Source: an optimization exercise on an open RTL-to-GDS flow (aim: small area and few clock cycles). Production flows keep margins and buffers that such runs may drop. RTL that was checked went through simulation tests only; none was proved equivalent to the original. No activity file was given, so power comes from the tool's default toggle rates.

Setup of run 1:
## d_domain
module d_domain (
    input  logic         ui_clk,
    input  logic         rst,
    input  logic         p2d_cmd_valid,
    output logic         p2d_cmd_ready,
    input  logic [31:0]  p2d_cmd,
    input  logic         p2d_data_valid,
    output logic         p2d_data_ready,
    input  logic [255:0] p2d_data,
    input  logic         a2d_cmd_valid,
    output logic         a2d_cmd_ready,
    input  logic [31:0]  a2d_cmd,
    input  logic         calib_done,
    input  logic         app_rdy,
    input  logic         app_wdf_rdy,
    output logic         d2p_cmd_valid,
    input  logic         d2p_cmd_ready,
    output logic [31:0]  d2p_cmd,
    output logic         d2a_cmd_valid,
    input  logic         d2a_cmd_ready,
    output logic [31:0]  d2a_cmd,
    output logic         app_en,
    output logic [2:0]   app_cmd,
    output logic [28:0]  app_addr,
    output logic         app_wdf_wren,
    output logic [255:0] app_wdf_data,
    output logic         app_wdf_end,
    output logic [31:0]  app_wdf_mask,
    output logic [1:0]   cfg_asic_mode,
    output logic [15:0]  cfg_training_epochs,
    output logic [15:0]  cfg_inference_epochs,
    output logic [1:0]   cfg_dataset,
    output logic [15:0]  cfg_timesteps,
    output logic [15:0]  cfg_input_size,
    output logic         cfg_long_streaming,
    output logic         cfg_binary_classifier,
    output logic         cfg_loser_encourage
);
Size: ~1,500 cells after synthesis, about 490 flip-flops, roughly 790 I/O pins.
export LEC_CHECK = 0
export CAP_MARGIN = 20
export CORE_AREA = 10 10 310 310
export DIE_AREA = 0 0 320 320
export SLEW_MARGIN = 20
create_clock -name core_clock -period 5.0 [get_ports {ui_clk}]
standard.sh (not shown) runs the stock make flow with config.mk's settings and CLKGATE_MAP_FILE= SYNTH_SCRIPT=/design/flow/synth_recipe.tcl, a recipe that flattens the netlist after the stock synthesis.
==> flow/flow/run.sh <==
#!/bin/bash
# Standard ORFS layout, with the port buffers made from the smallest buffer
# cell instead of the one buffer_ports picks by default.
set -euo pipefail
bash standard.sh \
  BUFFER_PORTS_ARGS="-buffer_cell sky130_fd_sc_hd__buf_1" \
  finish > make_finish.log 2>&1
Testbench counts of run 1, summed over its fixed seeds: cycles 27,101.
#### Input delta (run 2 over run 1)
==> flow/flow/run.sh <==
#!/bin/bash
# Standard ORFS layout with two changes:
#  - port buffers use the smallest buffer cell (buf_1) instead of the default pick;
#  - the clock tree uses clkbuf_8 with larger sink clusters and no dummy loads.
set -euo pipefail
bash standard.sh \
  BUFFER_PORTS_ARGS="-buffer_cell sky130_fd_sc_hd__buf_1" \
  CTS_ARGS="-sink_clustering_enable -repair_clock_nets -dont_use_dummy_load -buf_list sky130_fd_sc_hd__clkbuf_8 -sink_clustering_size 12 -sink_clustering_max_diameter 100" \
  finish > make_finish.log 2>&1
Relative to run 1, share of the clock period used by the worst path after layout increased by 0.20 points in run 2. Run 2 consumes less power than run 1 does. Run 1 -> run 2: count of port buffers added during placement delta 0, exact match. Share of cell area taken by multi-input logic gates in run 2 is 1.6 points above run 1. Comparing run 2 against run 1, there is no change at all in worst setup timing slack at the placement stage. Re core utilization: run 1 was higher than run 2. Taking run 1 as the reference, in run 2 count of non-filler cells in the finished layout now smaller; met3 track demand over resource in global routing now smaller.
### run 2 -> run 3
==> flow/run.sh (new file) <==
#!/bin/bash
# synth_recipe.tcl (not shown) runs the flow's synth.tcl, then flattens the netlist and writes it again
# the make line also repeats each setting of config.mk as NAME=value (left out here)
make -C /OpenROAD-flow-scripts/flow DESIGN_CONFIG=/design/flow/config.mk WORK_HOME=/design/flow/orfs CLKGATE_MAP_FILE= SYNTH_SCRIPT=/design/flow/synth_recipe.tcl finish
diff --git a/flow/config.mk b/flow/config.mk
--- a/flow/config.mk
+++ b/flow/config.mk
@@ -9,2 +9,2 @@
-export CORE_AREA = 10 10 310 310
-export DIE_AREA = 0 0 320 320
+export CORE_MARGIN = 2
+export CORE_UTILIZATION = 40
removed: flow/flow/run.sh
removed: flow/standard.sh
--- outcome ---
Run 3: aborted in I/O pin placement (tool error)
Compared run 2 against run 3; synthesized area within noise.
On die span in y, the higher figure sits with run 2, not run 3.
On fraction of the mapped netlist area in adder cells, run 3 and run 2 are neck and neck.
On run 3: initial core utilization is 21 points higher than what run 2 gave.
Comparing run 3 against run 2, there is no change at all in count of distinct cell types in the synthesized netlist.

Another version of the RTL of d_domain (not shown whole).
Size in the first run: ~1,300 cells after synthesis, about 470 flip-flops, ~790 I/O pins, about 0.016 mm^2 of cells after synthesis.
Settings: LEC_CHECK=0, CAP_MARGIN=20, CORE_AREA=10 10 310 310, DIE_AREA=0 0 320 320, PLACE_DENSITY=0.45, SLEW_MARGIN=20; clock period 5.0 ns.
==> flow/flow/run.sh <==
#!/bin/bash
# Standard ORFS layout (the standard.sh) with these changes:
#  - synthesis is the standard flow's own script, except that abc maps with the
#    area-oriented script flow/abc_area.script instead of ORFS's speed script
#    (registers are mapped before abc, so they are the standard ones);
#  - port buffers use the smallest buffer cell (buf_1);
#  - the clock tree uses clkbuf_4 with small sink clusters and no dummy loads;
#  - constant outputs keep the synthesized tie cells (no tie-per-pin repair).
# Each ORFS step writes its full log under orfs/logs/; make's output goes to
# make_finish.log.
set -euo pipefail
HERE=$(pwd)
{
  echo "proc abc {args} {"
  echo "  set i [lsearch -exact \$args -script]"
  echo "  if {\$i >= 0} { lset args [expr {\$i + 1}] $HERE/flow/abc_area.script }"
  echo "  puts \"abc with script $HERE/flow/abc_area.script\""
  echo "  yosys abc {*}\$args"
  echo "}"
  cat synth_recipe.tcl
} > flow_synth.tcl
bash standard.sh \
  SYNTH_SCRIPT="$HERE/flow_synth.tcl" \
  BUFFER_PORTS_ARGS="-buffer_cell sky130_fd_sc_hd__buf_1" \
  CTS_ARGS="-sink_clustering_enable -repair_clock_nets -dont_use_dummy_load -buf_list sky130_fd_sc_hd__clkbuf_4 -sink_clustering_size 8 -sink_clustering_max_diameter 60" \
  SKIP_REPAIR_TIE_FANOUT=1 \
  finish > make_finish.log 2>&1
==> flow/flow/abc_area.script <==
strash
dc2
balance
rewrite -z
refactor -z
rewrite -z
dch -f
amap
topo
==> next run, changes <==
- PLACE_DENSITY: 0.45 -> 0.35
What happened: First-iteration DRC count rose by a few percent; hold slack improved by 0.033 ns; via count rose slightly; register-to-register slack hardly moves.
No functional check of the RTL was part of any run of this note.

lagoon:
Another version of the RTL of d_domain (not shown whole).
For scale: about 1400 cells after synthesis, ~480 flip-flops, about 16000 um2 of cells after synthesis.
clock: 5.0 ns
lec_check: 0
cap_margin: 5
core_area: 10 10 310 310
die_area: 0 0 320 320
place_density: 0.35
slew_margin: 5
==> flow/flow/run.sh <==
#!/bin/bash
# Standard ORFS layout (the standard.sh) with these changes:
#  - synthesis is the standard flow's own script, except that abc maps with the
#    area-oriented script flow/abc_area.script instead of ORFS's speed script
#    (registers are mapped before abc, so they are the standard ones);
#  - port buffers use the smallest buffer cell (buf_1);
#  - the clock tree uses clkbuf_4 with small sink clusters and no dummy loads;
#  - constant outputs keep the synthesized tie cells (no tie-per-pin repair).
# Each ORFS step writes its full log under orfs/logs/; make's output goes to
# make_finish.log.
set -euo pipefail
HERE=$(pwd)
{
  echo "proc abc {args} {"
  echo "  set i [lsearch -exact \$args -script]"
  echo "  if {\$i >= 0} { lset args [expr {\$i + 1}] $HERE/flow/abc_area.script }"
  echo "  puts \"abc with script $HERE/flow/abc_area.script\""
  echo "  yosys abc {*}\$args"
  echo "}"
  cat synth_recipe.tcl
} > flow_synth.tcl
bash standard.sh \
  SYNTH_SCRIPT="$HERE/flow_synth.tcl" \
  BUFFER_PORTS_ARGS="-buffer_cell sky130_fd_sc_hd__buf_1" \
  CTS_ARGS="-sink_clustering_enable -repair_clock_nets -dont_use_dummy_load -buf_list sky130_fd_sc_hd__clkbuf_4 -sink_clustering_size 9 -sink_clustering_max_diameter 60 -sink_clustering_buffer sky130_fd_sc_hd__clkbuf_4" \
  SKIP_REPAIR_TIE_FANOUT=1 \
  finish > make_finish.log 2>&1
Scripts as last shown in full above: flow/flow/abc_area.script
lagoon finished every stage and its layout cleared the timing, design-rule and antenna checks.
Testbench counts of lagoon, summed over its fixed seeds: cycles 27,041.
Inputs modified between lagoon and zinc:
--- a/flow/flow/run.sh
+++ b/flow/flow/run.sh
@@ -6,5 +6,6 @@
 #  - port buffers use the smallest buffer cell (buf_1);
 #  - the clock tree uses clkbuf_4 with small sink clusters and no dummy loads;
-#  - constant outputs keep the synthesized tie cells (no tie-per-pin repair).
+#  - constant outputs keep the synthesized tie cells (no tie-per-pin repair);
+#  - after global routing, cells off the critical paths are sized down (RECOVER_POWER).
 # Each ORFS step writes its full log under orfs/logs/; make's output goes to
 # make_finish.log.
@@ -25,3 +26,4 @@
   CTS_ARGS="-sink_clustering_enable -repair_clock_nets -dont_use_dummy_load -buf_list sky130_fd_sc_hd__clkbuf_4 -sink_clustering_size 9 -sink_clustering_max_diameter 60 -sink_clustering_buffer sky130_fd_sc_hd__clkbuf_4" \
   SKIP_REPAIR_TIE_FANOUT=1 \
+  RECOVER_POWER=100 \
   finish > make_finish.log 2>&1
--- a/flow/config.mk
+++ b/flow/config.mk
@@ -6,7 +6,7 @@
 export NUM_CORES = 4
 export LEC_CHECK = 0
-export CAP_MARGIN = 5
+export CAP_MARGIN = 20
 export CORE_AREA = 10 10 310 310
 export DIE_AREA = 0 0 320 320
 export PLACE_DENSITY = 0.35
-export SLEW_MARGIN = 5
+export SLEW_MARGIN = 20
## What came out
[compare] base=lagoon new=zinc: switching power total now sits at about the same level; ratio of routed vias to standard cells flat; number of standard cells in the final layout excluding fillers level; post-route minimum period saw an increase. Every stage of zinc finished as expected; the final checks, on the other hand, flagged capacitance limit, slew limit, which means the layout fails. Routed length on met2 in zinc vs lagoon: up about 0.47%. Sequential share of layout area | zinc above lagoon. Between lagoon and zinc, the post-layout total power does not differ in any meaningful way. Status: detailed-route wire length per cell parity (zinc, lagoon).
#### Input delta (tundra over zinc)
--- a/flow/flow/run.sh
+++ b/flow/flow/run.sh
@@ -6,6 +6,5 @@
 #  - port buffers use the smallest buffer cell (buf_1);
 #  - the clock tree uses clkbuf_4 with small sink clusters and no dummy loads;
-#  - constant outputs keep the synthesized tie cells (no tie-per-pin repair);
-#  - after global routing, cells off the critical paths are sized down (RECOVER_POWER).
+#  - constant outputs keep the synthesized tie cells (no tie-per-pin repair).
 # Each ORFS step writes its full log under orfs/logs/; make's output goes to
 # make_finish.log.
@@ -24,6 +23,5 @@
   SYNTH_SCRIPT="$HERE/flow_synth.tcl" \
   BUFFER_PORTS_ARGS="-buffer_cell sky130_fd_sc_hd__buf_1" \
-  CTS_ARGS="-sink_clustering_enable -repair_clock_nets -dont_use_dummy_load -buf_list sky130_fd_sc_hd__clkbuf_4 -sink_clustering_size 9 -sink_clustering_max_diameter 60 -sink_clustering_buffer sky130_fd_sc_hd__clkbuf_4" \
+  CTS_ARGS="-sink_clustering_enable -repair_clock_nets -dont_use_dummy_load -buf_list sky130_fd_sc_hd__clkbuf_4 -sink_clustering_size 8 -sink_clustering_max_diameter 60" \
   SKIP_REPAIR_TIE_FANOUT=1 \
-  RECOVER_POWER=100 \
   finish > make_finish.log 2>&1
[summary]
Any difference in global-route usage between tundra and zinc is small enough to ignore. The clock period minus final worst setup slack of tundra was superior to that of zinc. zinc -> stages 100% | layout checks FAIL | capacitance limit, slew limit. tundra was carried through to the last stage, and its layout satisfied the timing, design-rule and antenna checks. Fraction of standard cell area in multi-input logic of tundra is on par with zinc.
Input changes introduced in cedar (baseline for comparison: tundra):
--- a/flow/flow/run.sh
+++ b/flow/flow/run.sh
@@ -23,5 +23,5 @@
   SYNTH_SCRIPT="$HERE/flow_synth.tcl" \
   BUFFER_PORTS_ARGS="-buffer_cell sky130_fd_sc_hd__buf_1" \
-  CTS_ARGS="-sink_clustering_enable -repair_clock_nets -dont_use_dummy_load -buf_list sky130_fd_sc_hd__clkbuf_4 -sink_clustering_size 8 -sink_clustering_max_diameter 60" \
+  CTS_ARGS="-sink_clustering_enable -repair_clock_nets -dont_use_dummy_load -buf_list sky130_fd_sc_hd__clkbuf_4 -sink_clustering_size 9 -sink_clustering_max_diameter 60 -sink_clustering_buffer sky130_fd_sc_hd__clkbuf_4" \
   SKIP_REPAIR_TIE_FANOUT=1 \
   finish > make_finish.log 2>&1
--- a/flow/config.mk
+++ b/flow/config.mk
@@ -9,4 +9,5 @@
 export CORE_AREA = 10 10 310 310
 export DIE_AREA = 0 0 320 320
+export GPL_ROUTABILITY_DRIVEN = 0
 export PLACE_DENSITY = 0.35
 export SLEW_MARGIN = 20
Results
On required time at the endpoint of the critical path: between cedar and tundra, it ends up lower for cedar.
Summary of cedar over tundra: sequential share of cell area essentially unchanged; total routing resource utilization after global routing neither gained nor lost much; setup slack went down; count of non-filler cells in the finished layout comparable.
When the final numbers for cedar and tundra were put side by side, the synthesis-to-layout area growth turned out to be smaller in cedar.
Comparing tundra with cedar, the design area came out essentially unchanged.
Compared cedar vs tundra, and wire length the detailed router placed on met1 is down in cedar.
Note that the clock buffer instance count of the final layout recorded for tundra amounts to 1.07 times the value seen in cedar.
Reported for cedar and tundra, critical path buffer and inverter count turned out identical to the last digit.
Combinational power across cedar and tundra: no real change.
## Diff of input files: yarrow against cedar
--- a/flow/flow/run.sh
+++ b/flow/flow/run.sh
@@ -23,5 +23,5 @@
   SYNTH_SCRIPT="$HERE/flow_synth.tcl" \
   BUFFER_PORTS_ARGS="-buffer_cell sky130_fd_sc_hd__buf_1" \
-  CTS_ARGS="-sink_clustering_enable -repair_clock_nets -dont_use_dummy_load -buf_list sky130_fd_sc_hd__clkbuf_4 -sink_clustering_size 9 -sink_clustering_max_diameter 60 -sink_clustering_buffer sky130_fd_sc_hd__clkbuf_4" \
+  CTS_ARGS="-sink_clustering_enable -repair_clock_nets -dont_use_dummy_load -buf_list sky130_fd_sc_hd__clkbuf_4 -sink_clustering_size 8 -sink_clustering_max_diameter 60" \
   SKIP_REPAIR_TIE_FANOUT=1 \
   finish > make_finish.log 2>&1
--- a/flow/config.mk
+++ b/flow/config.mk
@@ -7,7 +7,6 @@
 export LEC_CHECK = 0
 export CAP_MARGIN = 20
-export CORE_AREA = 10 10 310 310
-export DIE_AREA = 0 0 320 320
-export GPL_ROUTABILITY_DRIVEN = 0
+export CORE_AREA = 5 5 285 285
+export DIE_AREA = 0 0 290 290
 export PLACE_DENSITY = 0.35
 export SLEW_MARGIN = 20
### Flow results
From cedar to yarrow, synthesized cell area did not move at all. yarrow: time the worst path needs with I/O delays and setup is 0.046 ns higher than what cedar reported. Global-route usage up 2.1 points in yarrow wrt cedar. Worst slack on hold paths, yarrow and cedar, higher one = yarrow. yarrow vs cedar, cell with the biggest individual delay on the critical path: sky130_fd_sc_hd__dfxtp_4 vs sky130_fd_sc_hd__dfxtp_2. Between cedar and yarrow, the sequential cell area share figures differ only marginally.
Setup changes, yarrow to willow
--- a/flow/flow/run.sh
+++ b/flow/flow/run.sh
@@ -23,5 +23,5 @@
   SYNTH_SCRIPT="$HERE/flow_synth.tcl" \
   BUFFER_PORTS_ARGS="-buffer_cell sky130_fd_sc_hd__buf_1" \
-  CTS_ARGS="-sink_clustering_enable -repair_clock_nets -dont_use_dummy_load -buf_list sky130_fd_sc_hd__clkbuf_4 -sink_clustering_size 8 -sink_clustering_max_diameter 60" \
+  CTS_ARGS="-sink_clustering_enable -repair_clock_nets -dont_use_dummy_load -buf_list sky130_fd_sc_hd__clkbuf_4 -sink_clustering_size 9 -sink_clustering_max_diameter 60 -sink_clustering_buffer sky130_fd_sc_hd__clkbuf_4" \
   SKIP_REPAIR_TIE_FANOUT=1 \
   finish > make_finish.log 2>&1
--- a/flow/config.mk
+++ b/flow/config.mk
@@ -7,6 +7,7 @@
 export LEC_CHECK = 0
 export CAP_MARGIN = 20
-export CORE_AREA = 5 5 285 285
-export DIE_AREA = 0 0 290 290
+export CORE_AREA = 10 10 310 310
+export DIE_AREA = 0 0 320 320
+export GPL_TIMING_DRIVEN = 0
 export PLACE_DENSITY = 0.35
 export SLEW_MARGIN = 20
==> results.txt <==
Between willow and yarrow, it is willow whose worst slew slack as a fraction of its limit is higher, by 3.1 points. willow: number of clock buffers inserted by TritonCTS lower than yarrow. Between yarrow and willow, average wire per standard cell increased. Summary: with yarrow as the reference, area of placed instances in willow moved up by a few percent. Against yarrow, the final cell area of willow is higher.

==> afterwards: timing with drivers on the ports <==
Ports are ideal in the flow. The routed layouts listed here were re-timed in OpenROAD.
Step 1 assumes that a clkbuf_16 drives the clock port and a buf_2 every other input.
Step 2 also shifts input and output timing later by t, the mid clock arrival at the registers, as if the neighbouring blocks saw the same clock.
Slacks: ideal / step 1 / step 2; pairs: ideal / step 1.
| run | t (ns) | setup WS [ns] | worst hold slack (ns) | slew at the worst register clock pin (ns) | worst slew at a driven data input, ns |
|---|---|---|---|---|---|
| run 1 | 0.688 | 0.747 / 0.695 / 1.202 | 0.474 / 0.474 / 0.474 | 0.07 / 0.07 | 0.21 |
| run 2 | 0.679 | 0.737 / 0.690 / 1.217 | 0.474 / 0.474 / 0.474 | 0.10 / 0.10 | 0.22 |
| the first run of note 2 | 0.905 | 0.057 / -0.004 / 0.768 | 0.295 / 0.270 / 0.536 | 0.11 / 0.11 | 0.28 |
| the second run of note 2 | 0.843 | 0.152 / 0.091 / 0.762 | 0.329 / 0.307 / 0.531 | 0.10 / 0.10 | 0.18 |
| lagoon | 0.891 | 0.409 / 0.409 / 0.409 | 0.306 / 0.281 / 0.494 | 0.11 / 0.11 | 0.22 |
| zinc | 0.891 | 0.405 / 0.405 / -0.194 | 0.304 / 0.279 / 0.488 | 0.11 / 0.11 | 0.22 |
| tundra | 0.911 | 0.442 / 0.442 / 0.442 | 0.276 / 0.249 / 0.489 | 0.11 / 0.11 | 0.24 |
| cedar | 0.891 | 0.409 / 0.409 / 0.409 | 0.306 / 0.281 / 0.494 | 0.11 / 0.11 | 0.22 |
| yarrow | 0.817 | 0.363 / 0.363 / 0.363 | 0.361 / 0.334 / 0.504 | 0.11 / 0.11 | 0.22 |
| willow | 0.829 | 0.381 / 0.381 / 0.381 | 0.355 / 0.341 / 0.476 | 0.11 / 0.11 | 0.23 |
The setup slack of zinc, which loses most, moves by 0.000 ns with the drivers and by -0.599 ns with both steps.
